Background: an optimization exercise with open tools, aiming at small area. Do not read the settings as production practice.
Function not checked in this run: the RTL went through the layout flow alone.
No activity file was given, so power comes from the tool's default toggle rates.

==> flow/design.v <==
package risc_pkg;
  localparam int NREG = 16;
  localparam logic [3:0] RA_IDX = 4'd15;
  typedef enum logic [4:0] {
    OP_ADD  = 5'd0,
    OP_SUB  = 5'd1,
    OP_MUL  = 5'd2,
    OP_DIV  = 5'd3,
    OP_MOD  = 5'd4,
    OP_CMP  = 5'd5,
    OP_AND  = 5'd6,
    OP_OR   = 5'd7,
    OP_NOT  = 5'd8,
    OP_MOV  = 5'd9,
    OP_LSL  = 5'd10,
    OP_LSR  = 5'd11,
    OP_ASR  = 5'd12,
    OP_NOP  = 5'd13,
    OP_LD   = 5'd14,
    OP_ST   = 5'd15,
    OP_BEQ  = 5'd16,
    OP_BGT  = 5'd17,
    OP_B    = 5'd18,
    OP_CALL = 5'd19,
    OP_RET  = 5'd20
  } opcode_e;
  typedef enum logic [1:0] {
    MOD_SEXT  = 2'b00,
    MOD_ZEXT  = 2'b01,
    MOD_HIGH  = 2'b10,
    MOD_SEXT2 = 2'b11
  } imm_mod_e;
  localparam int OPC_HI = 31;
  localparam int OPC_LO = 27;
  localparam int I_BIT  = 26;
  localparam int RD_HI  = 25;
  localparam int RD_LO  = 22;
  localparam int RS1_HI = 21;
  localparam int RS1_LO = 18;
  localparam int RS2_HI = 17;
  localparam int RS2_LO = 14;
  localparam int IMM_HI = 17;
  localparam int OFF_HI = 26;
  localparam logic [31:0] NOP_WORD = {OP_NOP, 27'd0};
endpackage
import risc_pkg::*;
module register_file
(
  input  logic        clk,
  input  logic        rst_n,
  input  logic        we,
  input  logic [3:0]  wr_idx,
  input  logic [31:0] wr_data,
  input  logic [3:0]  rd_idx_a,
  input  logic [3:0]  rd_idx_b,
  input  logic [3:0]  rd_idx_c,
  output logic [31:0] rd_data_a,
  output logic [31:0] rd_data_b,
  output logic [31:0] rd_data_c
);
  logic [31:0] regs [NREG];
  always_ff @(posedge clk) begin
    if (!rst_n) begin
      for (int i = 0; i < NREG; i++) begin
        regs[i] <= '0;
      end
    end else if (we) begin
      regs[wr_idx] <= wr_data;
    end
  end
  always_comb begin
    rd_data_a = (we && wr_idx == rd_idx_a) ? wr_data : regs[rd_idx_a];
    rd_data_b = (we && wr_idx == rd_idx_b) ? wr_data : regs[rd_idx_b];
    rd_data_c = (we && wr_idx == rd_idx_c) ? wr_data : regs[rd_idx_c];
  end
endmodule
import risc_pkg::*;
module of_stage
(
  input  logic        Clk,
  input  logic        Rst_n,
  input  logic [31:0] If_pc,
  input  logic [31:0] If_instruction,
  input  logic        If_valid,
  input  logic        IsBranchTaken,
  input  logic        Rw_we,
  input  logic [3:0]  Rw_rd,
  input  logic [31:0] Rw_data,
  output logic        Stall,
  output logic        Of_valid,
  output logic [31:0] Of_pc,
  output logic [31:0] Of_instruction,
  output logic [4:0]  Of_opcode,
  output logic [3:0]  Of_rd,
  output logic [31:0] Of_op1,
  output logic [31:0] Of_op2,
  output logic [31:0] Of_store_val,
  output logic [31:0] Of_branch_target
);
  logic [4:0]  opcode;
  logic        ibit;
  logic [3:0]  rd;
  logic [3:0]  rs1;
  logic [3:0]  rs2;
  logic [17:0] imm;
  logic [26:0] offset;
  logic        is_ret;
  logic        legal;
  logic [3:0]  idx_a;
  logic [31:0] val_a;
  logic [31:0] val_b;
  logic [31:0] val_c;
  logic [31:0] op2_val;
  logic [31:0] target;
  logic        src_hit;
  logic        rd_rs1;
  logic        rd_rs2;
  logic [31:0] imm_val;
  logic        hazard;
  assign opcode = If_instruction[OPC_HI:OPC_LO];
  assign ibit   = If_instruction[I_BIT];
  assign rd     = If_instruction[RD_HI:RD_LO];
  assign rs1    = If_instruction[RS1_HI:RS1_LO];
  assign rs2    = If_instruction[RS2_HI:RS2_LO];
  assign imm    = If_instruction[IMM_HI:0];
  assign offset = If_instruction[OFF_HI:0];
  assign is_ret = (opcode == OP_RET);
  assign legal  = (opcode <= OP_RET);
  assign idx_a = is_ret ? RA_IDX : rs1;
  register_file u_register_file (
    .clk       (Clk),
    .rst_n     (Rst_n),
    .we        (Rw_we),
    .wr_idx    (Rw_rd),
    .wr_data   (Rw_data),
    .rd_idx_a  (idx_a),
    .rd_idx_b  (rs2),
    .rd_idx_c  (rd),
    .rd_data_a (val_a),
    .rd_data_b (val_b),
    .rd_data_c (val_c)
  );
  assign rd_rs1 = ((opcode <= OP_ASR) && opcode != OP_NOT && opcode != OP_MOV) ||
                  opcode == OP_LD || opcode == OP_ST;
  assign rd_rs2 = (opcode <= OP_ASR) && !ibit;
  always_comb begin
    case (imm[17:16])
      MOD_ZEXT: imm_val = {16'h0000, imm[15:0]};
      MOD_HIGH: imm_val = {imm[15:0], 16'h0000};
      default:  imm_val = {{16{imm[15]}}, imm[15:0]};
    endcase
  end
  assign op2_val = ibit ? imm_val : val_b;
  assign target = If_pc + {{3{offset[26]}}, offset, 2'b00};
  always_comb begin
    src_hit = 1'b0;
    hazard  = 1'b0;
    if (rd_rs1 && rs1 == Of_rd)                   src_hit = 1'b1;
    if (rd_rs2 && rs2 == Of_rd)                   src_hit = 1'b1;
    if (opcode == OP_ST && rd == Of_rd)           src_hit = 1'b1;
    if (is_ret && RA_IDX == Of_rd)                src_hit = 1'b1;
    hazard = Of_valid && (Of_opcode == OP_LD) && If_valid && src_hit;
  end
  assign Stall = hazard && !IsBranchTaken;
  always_ff @(posedge Clk) begin
    if (!Rst_n) begin
      Of_valid         <= 1'b0;
      Of_pc            <= '0;
      Of_instruction   <= '0;
      Of_opcode        <= OP_NOP;
      Of_rd            <= '0;
      Of_op1           <= '0;
      Of_op2           <= '0;
      Of_store_val     <= '0;
      Of_branch_target <= '0;
    end else if (IsBranchTaken || hazard) begin
      Of_valid       <= 1'b0;
      Of_opcode      <= OP_NOP;
      Of_instruction <= NOP_WORD;
    end else begin
      Of_valid         <= If_valid && legal;
      Of_pc            <= If_pc;
      Of_instruction   <= If_instruction;
      Of_opcode        <= legal ? opcode : OP_NOP;
      Of_rd            <= rd;
      Of_op1           <= val_a;
      Of_op2           <= op2_val;
      Of_store_val     <= val_c;
      Of_branch_target <= target;
    end
  end
endmodule
==> flow/run.sh <==
#!/bin/bash
# synth_recipe.tcl (not shown) runs the flow's synth.tcl, then flattens the netlist and writes it again
# the make line also repeats each setting of config.mk as NAME=value (left out here)
make -C /OpenROAD-flow-scripts/flow DESIGN_CONFIG=/design/flow/config.mk WORK_HOME=/design/flow/orfs CLKGATE_MAP_FILE= SYNTH_SCRIPT=/design/flow/synth_recipe.tcl finish
==> flow/config.mk <==
export PLATFORM = sky130hd
export DESIGN_NAME = of_stage
export DESIGN_NICKNAME = of_stage
export VERILOG_FILES = /design/flow/design.v
export SDC_FILE = /design/flow/constraint.sdc
export NUM_CORES = 4
export LEC_CHECK = 0
export CAP_MARGIN = 20
export CORE_MARGIN = 2
export CORE_UTILIZATION = 40
export SLEW_MARGIN = 20
==> flow/constraint.sdc <==
create_clock -name core_clock -period 5.0 [get_ports {Clk}]
set_input_delay 1.0000 -clock core_clock [delete_from_list [all_inputs] [get_ports {Clk}]]
set_output_delay 1.0000 -clock core_clock [all_outputs]
set_load 0.01 [all_outputs]
==> summary.txt <==
Route
  – Initial DRC count: between 4000 and 5000
  – Vias per cell: 6.240
  – Routed via count: 31640
  – DRC violation count after routing: 0
  – Final WL: ~160 mm
  – Avg WL per Cell: 30.73 µm
  – Number of nets with antenna violations after routing: 0
  – Pre-antenna DRT Iters: 6

Place
  – Final Wtd Congestion: 0.9102
  – Placed Cells: 4929
  – DP HPWL: about 97 mm
  – Setup slack after placement: 0.3310 ns
  – Port Buffers: 307

Hold path
  – Worst min-delay path class: flop to flop

Global route
  – Largest net degree at the start of global routing: between 150 and 200
  – Initial antenna violation count: 16
  – Global-route wire length before repair: 222.4 mm
  – Global route total overflow: 0
  – Vias in the first global route: 30800
  – Global Route Usage Sum: 28.94%

Synth
  – Post-synth EDFFs: 512
  – Yosys reg bits: 712
  – Post-synth ARST share: 0%
  – Main flop type after synthesis: edfxtp_1
  – Synth Net Count: 3622
  – Synth unique cells: 74
  – Top cell type's share of synthesized area: between 30 and 40%
  – Post-synthesis cell area: 0.04114 mm²
  – Post-synthesis area per instance: roughly 12 µm²
  – Seq/Total Area, Yosys: a little under half
  – Post-Syn Instances: 3485
  – Synth area leader: edfxtp_1
  – Ys Warns: 2
  – Top cells by area, synth: edfxtp_1, mux4_2, dfxtp_1

Power and ir drop
  – Clk pwr share: 37.7%
  – Static Leakage: 17.61 nW
  – Flop pwr share: around 44%
  – Combinational group share of total power: roughly 18%
  – VDD IR max: 0.0002084 V
  – Pwr dens: 322.3 mW/mm²
  – Power Internal: 11.36 mW
  – Sw frac: 27.54%
  – Psw: 4.316 mW

Die
  – Die area: 0.1054 mm²
  – Cell Rows: 117
  – Die Width: 324.7 µm
  – Core ar.: 0.1019 mm²
  – Boundary Pins: 308
  – Die Span Y: between 300 and 400 µm
  – Starting Density: roughly two fifths

Clock network
  – Post-cts gate resize count: 0
  – Root Driver: clkbuf_16
  – Worst-path clk slew: 0.06 ns
  – H-tree depth: 3
  – Clock Sinks: between 700 and 800
  – Setup bufs post-CTS: 0
  – Hold buffer count at CTS: 0
  – CTS buffer count: 76
  – Clock latency (worst-skew pair): 0.65 ns
  – CTS Buffer Depth: 3
  – CTS tree: done

Timing
  – Final hold viol count: 0
  – Max Freq: 229.0 MHz
  – Min Tclk post-route: 4.367 ns
  – Skew final: 0.02285 ns
  – RSZ-0062 raised after global routing: no
  – Final slew viol count: 0
  – PnR worst setup slack: 0.6331 ns
  – Final Cycle Share: roughly 87%
  – Setup TNS: 0 ns
  – WHS: 0.4501 ns
  – Endpoints failing setup: 0
  – Max-slew headroom: 16.34%
  – Worst slew pin tran: 1.255 ns

Cells and area
  – Ratio of cells with drive above 1 in the final layout: roughly 18%
  – Synth-to-layout area growth: 18.24%
  – Finished Layout Cells: about 5100
  – Nets: 3776
  – Fillers: 9099
  – Sequential Area: a little under 0.02 mm²
  – Multi-input gate area: just over 0.02 mm²

Status
  – Outcome: finished clean

Worst setup path
  – Critical Setup Path Class: input pin to output pin
  – CP max FO: 5
  – Launching element type of the critical path: input pin
  – Crit path capture type: output pin
  – WP data arrival: about 3.4 ns
  – CP required: 4.00 ns

Run
  – Maxcap violations: 0
[registers in the layout, indices dropped and copies added (netlist names)]
signal / count
Of_branch_target: 30
Of_instruction: 32
Of_op1: 32
Of_op2: 32
Of_opcode: 5
Of_pc: 32
Of_rd: 4
Of_store_val: 32
Of_valid: 1
u_register_file.regs: 512
[routing by layer]
metal	up-vias	GRT usage [%]	wire (µm)
met5	-	0.4529	140
met4	16	10.87	6132
met3	361	7.700	17080
met2	1926	45.21	70730
met1	15920	38.57	61740
li1	13410	-	-
[critical path, stage by stage]
cell and delay [ns]:
clkdlybuf4s50_1 0.49, nor2_2 0.27, nor2b_1 0.12, a2111oi_0 0.42
nand4_1 0.15, a31oi_1 0.22, nor2b_1 0.15, clkdlybuf4s50_1 0.54
[layout make-up]
class / count / share of cell area, %
Sequential cell: 712 / 39.84
Clock buffer: 101 / 4.468
Multi-Input combinational cell: 2389 / 42.05
Clock inverter: 38 / 0.7897
Antenna cell: 2 / 0.01029
Inverter: 12 / 0.09261
Tap cell: 1368 / 3.519
Timing Repair Buffer: 448 / 9.227
[per-stage QoR]
| stage | cell area (µm²) | util (%) | power [mW] |
|---|---|---|---|
| 2_1_floorplan | 41140 | - | 8.636 |
| 6_report | 48640 | 47.74 | 15.68 |
| 3_5_place_dp | 46080 | 45.22 | 9.834 |
| 5_1_grt | 48640 | 47.74 | 16.13 |
| 3_3_place_gp | 46080 | 45.22 | 9.813 |
| 4_1_cts | 48630 | 47.73 | 15.69 |
[synth_stat cells, types with 12 or more instances]
cell      instances
ha_1             31
xor2_1           21
a211oi_1         95
o21ai_0          71
nand2b_1         12
o211ai_1         20
nand2_1         487
nand3_1          44
o21ai_1          14
edfxtp_1        512
o211a_1          50
a32oi_1          30
xnor2_1          28
and2_1          526
mux2i_1         128
nor2_1           43
and3_1           27
a21boi_1         66
nor3_1           14
mux4_2          321
buf_4            16
buf_2            84
nor2b_1          36
o221ai_1         32
buf_1            15
a311oi_1         29
dfxtp_1         200
a21oi_1         110
a31oi_1          69
clkbuf_1        256
[cells by family (layout without fill, tap and decap cells)]
group | after synthesis | after routing | synth area share [%]
AOI/OAI and AO/OA | 633 | 633 | 10.85
xor gates and xnor gates | 49 | 49 | 1.043
adders and majority gates | 32 | 32 | 0.9915
buffers and inverters | 384 | 599 | 3.908
DFF | 712 | 712 | 47.11
muxes | 452 | 452 | 20.77
other | 0 | 2 | 0
and+or+nand+nor | 1223 | 1223 | 15.33
[worst paths after layout]
kind / start / to / slack (ns) / cells past startpoint
setup / recovery: If_instruction[28] / Stall / 0.63 / 8
hold / removal: Of_pc[25]$_SDFFE_PN0N_ / Of_pc[25]$_SDFFE_PN0N_ / 0.45 / 2
setup reg to reg: Of_rd[2]$_SDFFE_PN0N_ / Of_opcode[3]$_SDFF_PP1_ / 2.01 / 10
hold reg to reg: Of_pc[25]$_SDFFE_PN0N_ / Of_pc[25]$_SDFFE_PN0N_ / 0.45 / 2
[placed cells by master, fill, tap and decap left out, drive strengths merged, types with 30 or more instances in the layout]
master	synthesis	final
nor2b	36	36
o221ai	32	32
and2	527	527
a21boi	68	68
a21oi	112	112
dfxtp	200	200
a31oi	69	69
o211a	50	50
nor2	47	47
nand2	488	488
o21ai	85	85
a32oi	30	30
buf	115	151
clkdlybuf4s50	0	297
clkbuf	257	101
mux2i	128	128
edfxtp	512	512
ha	31	31
mux4	321	321
nand3	44	44
a211oi	96	96
[power groups by stage]
stage | Combinational, mW | Clock (mW) | Sequential (mW)
finish | 2.80 | 5.92 | 6.96
global route | 2.93 | 6.19 | 7.00
CTS | 2.77 | 5.97 | 6.95
detailed placement | 2.76 | 0 | 7.07
global placement | 2.75 | 0 | 7.06
floorplan | 1.58 | 0 | 7.05

separate check: timing with driven ports:
The results above use ideal ports. As a check the final layout listed here was re-extracted and re-timed, cells and wires unchanged. Step 1 (the two cells are an assumption about what drives the block):
set clk [get_ports {Clk}]
set_driving_cell -lib_cell sky130_fd_sc_hd__clkbuf_16 $clk
set_driving_cell -lib_cell sky130_fd_sc_hd__buf_2 [delete_from_list [all_inputs] $clk]
Step 2 moves the port delays by t, midway between the first and last clock arrival at a register: inputs arrive t later, outputs are due t later. That takes back most of the time a late clock gives input paths. Three values: ideal ports, drivers, drivers and shift; two values: the first two.
shift t [ns]: 0.714
slack for setup (ns): 0.633 / 0.606 / 0.260
hold slack, ns: 0.450 / 0.450 / 0.450
worst slew at a driven data input, ns: 0.14
After both steps setup and hold are still met in this run. The setup slack of this run moves by -0.027 ns with the drivers and by -0.373 ns with both steps.
